From an optimization exercise on the open Yosys and OpenROAD flow, aimed at small area; shortcuts taken in it are not production practice.
Only simulation tests tie the RTL to the original design; equivalence was not proved.
No activity file was given, so power comes from the tool's default toggle rates.

== the previous run ==
==> module udp_csum_lane, before the edit <==
module udp_csum_lane (
    input  logic        rx_axis_aclk,
    input  logic        rx_axis_aresetn,
    input  logic        hdr_take,    
    input  logic        pay_take,    
    input  logic        pkt_last,    
    input  logic [63:0] tdata,
    input  logic [7:0]  byte_en,
    input  logic [31:0] src_ip,
    input  logic [31:0] dst_ip,
    output logic        sum_ok       
);
    logic [15:0] acc;
    logic [15:0] w [4];
    logic [15:0] w2;
    logic [15:0] x;
    logic [15:0] y;
    logic [15:0] s1, c1, s2, c2, s3, c3, s4, c4, s5, c5;
    logic [16:0] sum;
    function automatic logic [31:0] csa(input logic [15:0] a, input logic [15:0] b,
                                        input logic [15:0] c);
        logic [15:0] m;
        m   = (a & b) | (a & c) | (b & c);
        csa = {m[14:0], m[15], a ^ b ^ c};
    endfunction
    for (genvar i = 0; i < 4; i++) begin : g_word
        assign w[i] = {tdata[16*i +: 8] & {8{byte_en[2*i]}},
                       tdata[16*i+8 +: 8] & {8{byte_en[2*i+1]}}};
    end
    assign w2 = hdr_take ? {w[2][14:0], w[2][15]} : w[2];
    always_comb begin
        x = 16'h0000;
        y = 16'h0000;
        if (hdr_take) begin
            x = src_ip[31:16];
            y = src_ip[15:0];
        end else if (pkt_last) begin
            x = dst_ip[31:16];
            y = dst_ip[15:0];
        end
    end
    assign {c1, s1} = csa(acc, w[0], w[1]);
    assign {c2, s2} = csa(w2, w[3], x);
    assign {c3, s3} = csa(s1, c1, s2);
    assign {c4, s4} = csa(c2, y, s3);
    assign {c5, s5} = csa(c3, s4, c4);
    assign sum_ok = (s5 == ~c5) || ((s5 == c5) && ((s5 == 16'h0000) || (s5 == 16'hffff)));
    assign sum = {1'b0, s5} + {1'b0, c5};
    always_ff @(posedge rx_axis_aclk) begin
        if (!rx_axis_aresetn || pkt_last) begin
            acc <= 16'd17;
        end else if (hdr_take || pay_take) begin
            acc <= sum[15:0] + {15'd0, sum[16]};
        end
    end
endmodule
==> module udp_rx_header_parser, before the edit <==
module udp_rx_header_parser (
    input  logic        rx_axis_aclk,
    input  logic        rx_axis_aresetn,
    input  logic [63:0] tdata,
    input  logic        tvalid,
    input  logic        tlast,
    output logic        hdr_take,
    output logic        pay_take,
    output logic        pkt_last,
    output logic        wr_en,       
    output logic        wr_last,     
    output logic        wr_part,     
    output logic [2:0]  tail,        
    output logic        len_done     
);
    logic        in_pay;
    logic [5:0]  rem;
    logic [15:0] len;
    logic [15:0] len_m1;
    logic        len_ok;
    assign hdr_take = tvalid && !in_pay && !tlast;
    assign pay_take = tvalid && in_pay;
    assign pkt_last = pay_take && tlast;
    assign len    = {tdata[39:32], tdata[47:40]};
    assign len_m1 = len - 16'd1;
    assign len_ok = (len >= 16'd8) &&
                    (len <= 16'd8 + 16'd8 * 16'd32);
    assign wr_en    = pay_take && (rem != 6'd0);
    assign wr_last  = (rem == 6'd1);
    assign wr_part  = wr_last && (tail != 3'd0);
    assign len_done = (rem <= 6'd1);
    always_ff @(posedge rx_axis_aclk) begin
        if (!rx_axis_aresetn) begin
            in_pay <= 1'b0;
        end else if (hdr_take) begin
            in_pay <= 1'b1;
        end else if (pkt_last) begin
            in_pay <= 1'b0;
        end
    end
    always_ff @(posedge rx_axis_aclk) begin
        if (hdr_take) begin
            rem  <= len_ok ? len_m1[8:3] : 6'h3f;
            tail <= len[2:0];
        end else if (pay_take) begin
            if (rem != 6'd0) begin
                rem <= rem - 6'd1;
            end
        end
    end
endmodule
==> module udp_rx_top, before the edit <==
module udp_rx_top (
    input  logic                      rx_axis_aclk,
    input  logic                      rx_axis_aresetn,
    input  logic [64-1:0] ip_rx_axis_tdata,
    input  logic [8-1:0] ip_rx_axis_tkeep,
    input  logic                      ip_rx_axis_tvalid,
    input  logic                      ip_rx_axis_tlast,
    input  logic                      ip_rx_axis_tuser,
    input  logic [31:0]               recv_dst_ip_addr,
    input  logic [31:0]               recv_src_ip_addr,
    output logic [64-1:0] udp_rx_axis_tdata,
    output logic [8-1:0] udp_rx_axis_tkeep,
    output logic                      udp_rx_axis_tvalid,
    output logic                      udp_rx_axis_tlast
);
    logic        hdr_take;
    logic        pay_take;
    logic        pkt_last;
    logic        wr_en;
    logic        wr_last;
    logic        wr_part;
    logic [2:0]  tail;
    logic        len_done;
    logic        sum_ok;
    logic        pkt_good;
    logic [7:0]  byte_en;
    assign byte_en = ip_rx_axis_tlast ? ip_rx_axis_tkeep : 8'hff;
    udp_rx_header_parser i_parser (
        .rx_axis_aclk    (rx_axis_aclk),
        .rx_axis_aresetn (rx_axis_aresetn),
        .tdata           (ip_rx_axis_tdata),
        .tvalid          (ip_rx_axis_tvalid),
        .tlast           (ip_rx_axis_tlast),
        .hdr_take        (hdr_take),
        .pay_take        (pay_take),
        .pkt_last        (pkt_last),
        .wr_en           (wr_en),
        .wr_last         (wr_last),
        .wr_part         (wr_part),
        .tail            (tail),
        .len_done        (len_done)
    );
    udp_csum_lane i_csum (
        .rx_axis_aclk    (rx_axis_aclk),
        .rx_axis_aresetn (rx_axis_aresetn),
        .hdr_take        (hdr_take),
        .pay_take        (pay_take),
        .pkt_last        (pkt_last),
        .tdata           (ip_rx_axis_tdata),
        .byte_en         (byte_en),
        .src_ip          (recv_src_ip_addr),
        .dst_ip          (recv_dst_ip_addr),
        .sum_ok          (sum_ok)
    );
    udp_csum_verdict i_verdict (
        .sum_ok   (sum_ok),
        .tuser    (ip_rx_axis_tuser),
        .len_done (len_done),
        .good     (pkt_good)
    );
    udp_rx_forwarder i_forwarder (
        .rx_axis_aclk    (rx_axis_aclk),
        .rx_axis_aresetn (rx_axis_aresetn),
        .wr_en           (wr_en),
        .wr_last         (wr_last),
        .wr_part         (wr_part),
        .tail            (tail),
        .wr_data         (ip_rx_axis_tdata),
        .pkt_last        (pkt_last),
        .pkt_good        (pkt_good),
        .out_tdata       (udp_rx_axis_tdata),
        .out_tkeep       (udp_rx_axis_tkeep),
        .out_tvalid      (udp_rx_axis_tvalid),
        .out_tlast       (udp_rx_axis_tlast)
    );
endmodule
Settings: LEC_CHECK=0, CAP_MARGIN=20, CORE_MARGIN=2, CORE_UTILIZATION=55, CTS_BUF_LIST=sky130_fd_sc_hd__clkbuf_8 sky130_fd_sc_hd__clkbuf_16, CTS_CLUSTER_DIAMETER=150, CTS_CLUSTER_SIZE=25, SLEW_MARGIN=20, SYNTH_MEMORY_MAX_BITS=8192; clock period 12.0 ns.
run.sh (not shown) runs the stock make flow with config.mk's settings and CLKGATE_MAP_FILE= SYNTH_SCRIPT=/design/flow/synth_recipe.tcl, a recipe that flattens the netlist after the stock synthesis.
Changes in the current run relative to the previous run:
--- a/flow/design.v
+++ b/flow/design.v
@@ -7,6 +7,7 @@
     input  logic        rx_axis_aresetn,
     input  logic        hdr_take,    
     input  logic        pay_take,    
+    input  logic        first_pay,   
     input  logic        pkt_last,    
     input  logic [63:0] tdata,
     input  logic [7:0]  byte_en,
@@ -14,19 +15,12 @@
     input  logic [31:0] dst_ip,
     output logic        sum_ok       
 );
-    logic [15:0] acc;
+    logic [18:0] acc;
     logic [15:0] w [4];
     logic [15:0] w2;
     logic [15:0] x;
     logic [15:0] y;
-    logic [15:0] s1, c1, s2, c2, s3, c3, s4, c4, s5, c5;
-    logic [16:0] sum;
-    function automatic logic [31:0] csa(input logic [15:0] a, input logic [15:0] b,
-                                        input logic [15:0] c);
-        logic [15:0] m;
-        m   = (a & b) | (a & c) | (b & c);
-        csa = {m[14:0], m[15], a ^ b ^ c};
-    endfunction
+    logic [18:0] sum;
     for (genvar i = 0; i < 4; i++) begin : g_word
         assign w[i] = {tdata[16*i +: 8] & {8{byte_en[2*i]}},
                        tdata[16*i+8 +: 8] & {8{byte_en[2*i+1]}}};
@@ -38,23 +32,20 @@
         if (hdr_take) begin
             x = src_ip[31:16];
             y = src_ip[15:0];
-        end else if (pkt_last) begin
+        end else if (first_pay) begin
             x = dst_ip[31:16];
             y = dst_ip[15:0];
         end
     end
-    assign {c1, s1} = csa(acc, w[0], w[1]);
-    assign {c2, s2} = csa(w2, w[3], x);
-    assign {c3, s3} = csa(s1, c1, s2);
-    assign {c4, s4} = csa(c2, y, s3);
-    assign {c5, s5} = csa(c3, s4, c4);
-    assign sum_ok = (s5 == ~c5) || ((s5 == c5) && ((s5 == 16'h0000) || (s5 == 16'hffff)));
-    assign sum = {1'b0, s5} + {1'b0, c5};
+    assign sum = {3'd0, acc[15:0]} + {16'd0, acc[18:16]}
+               + {3'd0, w[0]} + {3'd0, w[1]} + {3'd0, w2} + {3'd0, w[3]}
+               + {3'd0, x} + {3'd0, y};
+    assign sum_ok = (sum[15:3] == 13'h1fff) && (sum[2:0] == ~sum[18:16]);
     always_ff @(posedge rx_axis_aclk) begin
         if (!rx_axis_aresetn || pkt_last) begin
-            acc <= 16'd17;
+            acc <= 19'd17;
         end else if (hdr_take || pay_take) begin
-            acc <= sum[15:0] + {15'd0, sum[16]};
+            acc <= sum;
         end
     end
 endmodule
@@ -67,6 +58,7 @@
     input  logic        tlast,
     output logic        hdr_take,
     output logic        pay_take,
+    output logic        first_pay,
     output logic        pkt_last,
     output logic        wr_en,       
     output logic        wr_last,     
@@ -101,12 +93,14 @@
     end
     always_ff @(posedge rx_axis_aclk) begin
         if (hdr_take) begin
-            rem  <= len_ok ? len_m1[8:3] : 6'h3f;
-            tail <= len[2:0];
+            rem       <= len_ok ? len_m1[8:3] : 6'h3f;
+            tail      <= len[2:0];
+            first_pay <= 1'b1;
         end else if (pay_take) begin
             if (rem != 6'd0) begin
                 rem <= rem - 6'd1;
             end
+            first_pay <= 1'b0;
         end
     end
 endmodule
@@ -213,6 +207,7 @@
 );
     logic        hdr_take;
     logic        pay_take;
+    logic        first_pay;
     logic        pkt_last;
     logic        wr_en;
     logic        wr_last;
@@ -231,6 +226,7 @@
         .tlast           (ip_rx_axis_tlast),
         .hdr_take        (hdr_take),
         .pay_take        (pay_take),
+        .first_pay       (first_pay),
         .pkt_last        (pkt_last),
         .wr_en           (wr_en),
         .wr_last         (wr_last),
@@ -243,6 +239,7 @@
         .rx_axis_aresetn (rx_axis_aresetn),
         .hdr_take        (hdr_take),
         .pay_take        (pay_take),
+        .first_pay       (first_pay),
         .pkt_last        (pkt_last),
         .tdata           (ip_rx_axis_tdata),
         .byte_en         (byte_en),
### Flow results
- Against the previous run, area inside the core boundary in the current run rose slightly.
- Max ratio of final minimum period to clock period across the current run and the previous run: the current run
- Diff the previous run -> the current run: detailed-router iteration count before antenna repair picked up an extra 1; number of standard cells in the final layout excluding fillers rose 115; die area shows an increase of 830 µm².
- Per the comparison of the current run with the previous run, number of buffer and inverter stages on the critical path saw little to no change; final critical path time including I/O delays and setup increased by 0.30 ns relative to the old numbers; critical path depth went up; global placer's final weighted congestion now larger; total clock sinks comparable.
- Combinational share of power sits lower in the current run than in the previous run.
- In the metrics for the current run and the previous run, the one carrying the higher synthesized area is the current run.
- Sequential share of cell area in the current run is 0.21 points lower than in the previous run
- Least setup slack across all paths after layout: lower on the current run

-- port drivers added, routing unchanged --
Ports are ideal in the flow. The routed layouts listed here were re-timed in OpenROAD. Step 1, drivers: a clkbuf_16 drives rx_axis_aclk and a buf_2 each remaining input, both assumed. Step 2 moves the port delays by t, midway between the first and last clock arrival at a register: inputs arrive t later, outputs are due t later. That takes back most of the time a late clock gives input paths. a / b / c = ideal ports / drivers / drivers and shift; a / b = the first two.
run | t, ns | setup WS [ns] | worst setup path at the end | worst data-port slew with drivers (ns)
the previous run | 0.825 | 0.751 / 0.729 / 0.729 | input to output | 0.12
the current run | 0.829 | 0.447 / 0.403 / 0.403 | input to output | 0.13
After both steps every run listed still meets setup and hold. For the current run, which loses most, drivers alone change the setup slack by -0.044 ns; drivers and shift together by -0.044 ns.
